Context: an optimization exercise on an open-source flow, tuned for small area. The choices shown serve that exercise and are no tape-out recipe. Where RTL was checked, it was by simulation tests only, not by an equivalence proof against the original. The clock port is modelled as an ideal driver; clocking choices that lean on that would not hold on a real chip. Power and IR drop assume default switching activity.

## the baseline
// mcm_chip
module mcm_chip (
	input  logic                               clk,
	input  logic                               rst_n_i,
	input  logic                               spi_clk_i,
	input  logic                               spi_scsn_i,
	input  logic                               spi_mosi_i,
	output logic                               spi_miso_o,
	input  logic [2*4-1:0]        quad_i,
	input  logic [3*4-1:0]        limit_i,
	output logic [4-1:0]          intrpt_o
);
Size: about 30 I/O pins, about 0.016 mm^2 of cells after synthesis.
Settings: LEC_CHECK=0, CAP_MARGIN=20, CORE_MARGIN=2, CORE_UTILIZATION=60, CTS_BUF_LIST=sky130_fd_sc_hd__clkbuf_8, CTS_CLUSTER_DIAMETER=50, CTS_CLUSTER_SIZE=18, HOLD_SLACK_MARGIN=0, SLEW_MARGIN=20, SYNTH_HIERARCHICAL=1; clock period 5.0 ns.
run.sh (not shown) runs the stock make flow with config.mk's settings and CLKGATE_MAP_FILE= SYNTH_SCRIPT=/design/flow/synth_recipe.tcl, a recipe that flattens the netlist after the stock synthesis.
Modified inputs, the candidate compared to the baseline
# the baseline
export LEC_CHECK = 0
export CAP_MARGIN = 20
export CORE_MARGIN = 2
export CORE_UTILIZATION = 60
export CTS_BUF_LIST = sky130_fd_sc_hd__clkbuf_8
export CTS_CLUSTER_DIAMETER = 50
export CTS_CLUSTER_SIZE = 18
export HOLD_SLACK_MARGIN = 0
export SLEW_MARGIN = 20
export SYNTH_HIERARCHICAL = 1
create_clock -name core_clock -period 5.0 [get_ports {clk}]
# the candidate
export LEC_CHECK = 0
export CAP_MARGIN = 20
export CORE_MARGIN = 2
export CORE_UTILIZATION = 60
export CTS_BUF_LIST = sky130_fd_sc_hd__clkbuf_4 sky130_fd_sc_hd__clkbuf_8 sky130_fd_sc_hd__clkbuf_16
export CTS_CLUSTER_DIAMETER = 60
export CTS_CLUSTER_SIZE = 24
export HOLD_SLACK_MARGIN = 0
export SLEW_MARGIN = 20
export SYNTH_HIERARCHICAL = 1
create_clock -name core_clock -period 5.0 [get_ports {clk}]
Findings:
- Taking the baseline as the reference, in the candidate post-synthesis to final-layout area growth +2.2 points, clock-pin slew on the worst setup and hold paths -20 ps.
- Multi-input combinational area share in the candidate is 0.77 points below the baseline.
No run of this note included a check of the RTL's function; only the layout flow was run.

* * *

mcm_chip, a different RTL version from the one above (not shown whole).
For scale: ~1,400 cells after synthesis, roughly 14,000 um^2 of cells after synthesis.
Settings: LEC_CHECK=0, CAP_MARGIN=0, CORE_MARGIN=2, CORE_UTILIZATION=72, HOLD_SLACK_MARGIN=0, SLEW_MARGIN=0, SYNTH_HIERARCHICAL=1; clock period 5.0 ns.
standard.sh (not shown) runs the stock make flow with config.mk's settings and CLKGATE_MAP_FILE= SYNTH_SCRIPT=/design/flow/synth_recipe.tcl, a recipe that flattens the netlist after the stock synthesis.
==> flow/flow/run.sh <==
#!/bin/bash
# Standard layout with three changes: small port buffers, no CTS dummy
# loads, and a power (area) recovery pass after CTS. make's output goes to
# standard.log; each ORFS step keeps its own log under orfs/logs.
set -euo pipefail
here=$(pwd)
export BUFFER_PORTS_ARGS="-buffer_cell sky130_fd_sc_hd__buf_1"
export CTS_ARGS="-sink_clustering_enable -repair_clock_nets -dont_use_dummy_load -buf_list sky130_fd_sc_hd__clkbuf_4 -sink_clustering_size 12 -sink_clustering_max_diameter 30"
export POST_CTS_TCL="$here/flow/post_cts.tcl"
export RECOVER_POWER=100
export POST_GLOBAL_ROUTE_TCL="$here/flow/post_grt.tcl"
bash standard.sh > standard.log 2>&1
==> flow/flow/post_cts.tcl <==
# after CTS and its timing repair: size down cells that have slack to spare
puts "post_cts: recovering area on paths with slack"
estimate_parasitics -placement
repair_timing -recover_power 100 -verbose
detailed_placement
check_placement -verbose
report_design_area
==> flow/flow/post_grt.tcl <==
# after global route and its power recovery: repair any slew or
# capacitance the downsizing broke, then route the changed nets again
puts "post_grt: repair design after power recovery"
global_route -start_incremental
estimate_parasitics -global_routing
repair_design -verbose
detailed_placement
global_route -end_incremental
check_placement -verbose
estimate_parasitics -global_routing
report_design_area
Then changed:
--- a/flow/flow/run.sh
+++ b/flow/flow/run.sh
@@ -8 +8 @@
-export CTS_ARGS="-sink_clustering_enable -repair_clock_nets -dont_use_dummy_load -buf_list sky130_fd_sc_hd__clkbuf_4 -sink_clustering_size 12 -sink_clustering_max_diameter 30"
+export CTS_ARGS="-sink_clustering_enable -repair_clock_nets -dont_use_dummy_load -buf_list sky130_fd_sc_hd__clkbuf_4 -sink_clustering_size 10 -sink_clustering_max_diameter 40"
=> First-iteration DRC count shrinks by 2.3%. Clock-buffer cell count fell by 12. Routed wire length went down by 0.53%. Setup slack is better by 0.095 ns. Power goes down by about 3%.
Then changed:
- CORE_UTILIZATION: 72 -> 80
Result:
- final area is lower by about 0.47%
- total power is about the same
- setup slack got worse by 0.062 ns
Then changed:
- CORE_UTILIZATION: 80 -> 72
- PLACE_DENSITY: default -> 0.75
=> Flip-flop and latch count stays the same. Register-to-register slack improved by 0.06 ns. Hold slack improved by 0.0066 ns. Via count fell by 3.8%. Cell area goes up by 0.47%. Utilization goes down by 9.0 points. Total power is about the same. Maximum frequency is higher by 1.4%. Die area is higher by 11%. Setup slack improved by 0.062 ns.
Then changed:
--- a/flow/flow/run.sh
+++ b/flow/flow/run.sh
@@ -8 +8 @@
-export CTS_ARGS="-sink_clustering_enable -repair_clock_nets -dont_use_dummy_load -buf_list sky130_fd_sc_hd__clkbuf_4 -sink_clustering_size 10 -sink_clustering_max_diameter 40"
+export CTS_ARGS="-sink_clustering_enable -repair_clock_nets -dont_use_dummy_load -buf_list sky130_fd_sc_hd__clkbuf_4 -sink_clustering_size 14 -sink_clustering_max_diameter 25"
- PLACE_DENSITY: 0.75 -> default
The new run completed with no timing, DRC or antenna violations.
Routed wire length grows by 0.77%.
Die area does not change.
Via count grows by 1.8%.

-- what the ideal ports hide --
The results above use ideal ports. As a check the final layouts listed here were re-extracted and re-timed, cells and wires unchanged.
Step 1: set_driving_cell puts a clkbuf_16 on clk and a buf_2 on each other input, an assumption about the parent block.
Step 2 adds t to the input delays and takes it off the output delays; t is the mean of the earliest and latest rising clock arrival at the registers after step 1. Input paths then give back, and output paths get back, about the clock's delay inside the block.
a / b / c = ideal ports / drivers / drivers and shift; a / b = the first two.
run | t (ns) | setup WS [ns] | latest minus earliest clock arrival (ns) | worst register clock-pin slew, ns | worst slew at a driven data input, ns
the baseline | 0.587 | 0.692 / 0.692 / 0.692 | 0.038 / 0.037 | 0.10 / 0.10 | 0.05
the candidate | 0.623 | 0.681 / 0.681 / 0.681 | 0.040 / 0.040 | 0.09 / 0.09 | 0.05
the first run of note 2 | 0.720 | 0.423 / 0.423 / 0.423 | 0.102 / 0.102 | 0.11 / 0.11 | 0.04
the second run of note 2 | 0.683 | 0.518 / 0.518 / 0.518 | 0.056 / 0.056 | 0.11 / 0.11 | 0.04
the third run of note 2 | 0.686 | 0.456 / 0.456 / 0.456 | 0.041 / 0.041 | 0.11 / 0.11 | 0.04
the fourth run of note 2 | 0.683 | 0.518 / 0.518 / 0.518 | 0.056 / 0.056 | 0.11 / 0.11 | 0.04
the fifth run of note 2 | 0.706 | 0.442 / 0.442 / 0.442 | 0.082 / 0.082 | 0.10 / 0.10 | 0.04
After both steps setup and hold are still met in every run listed.
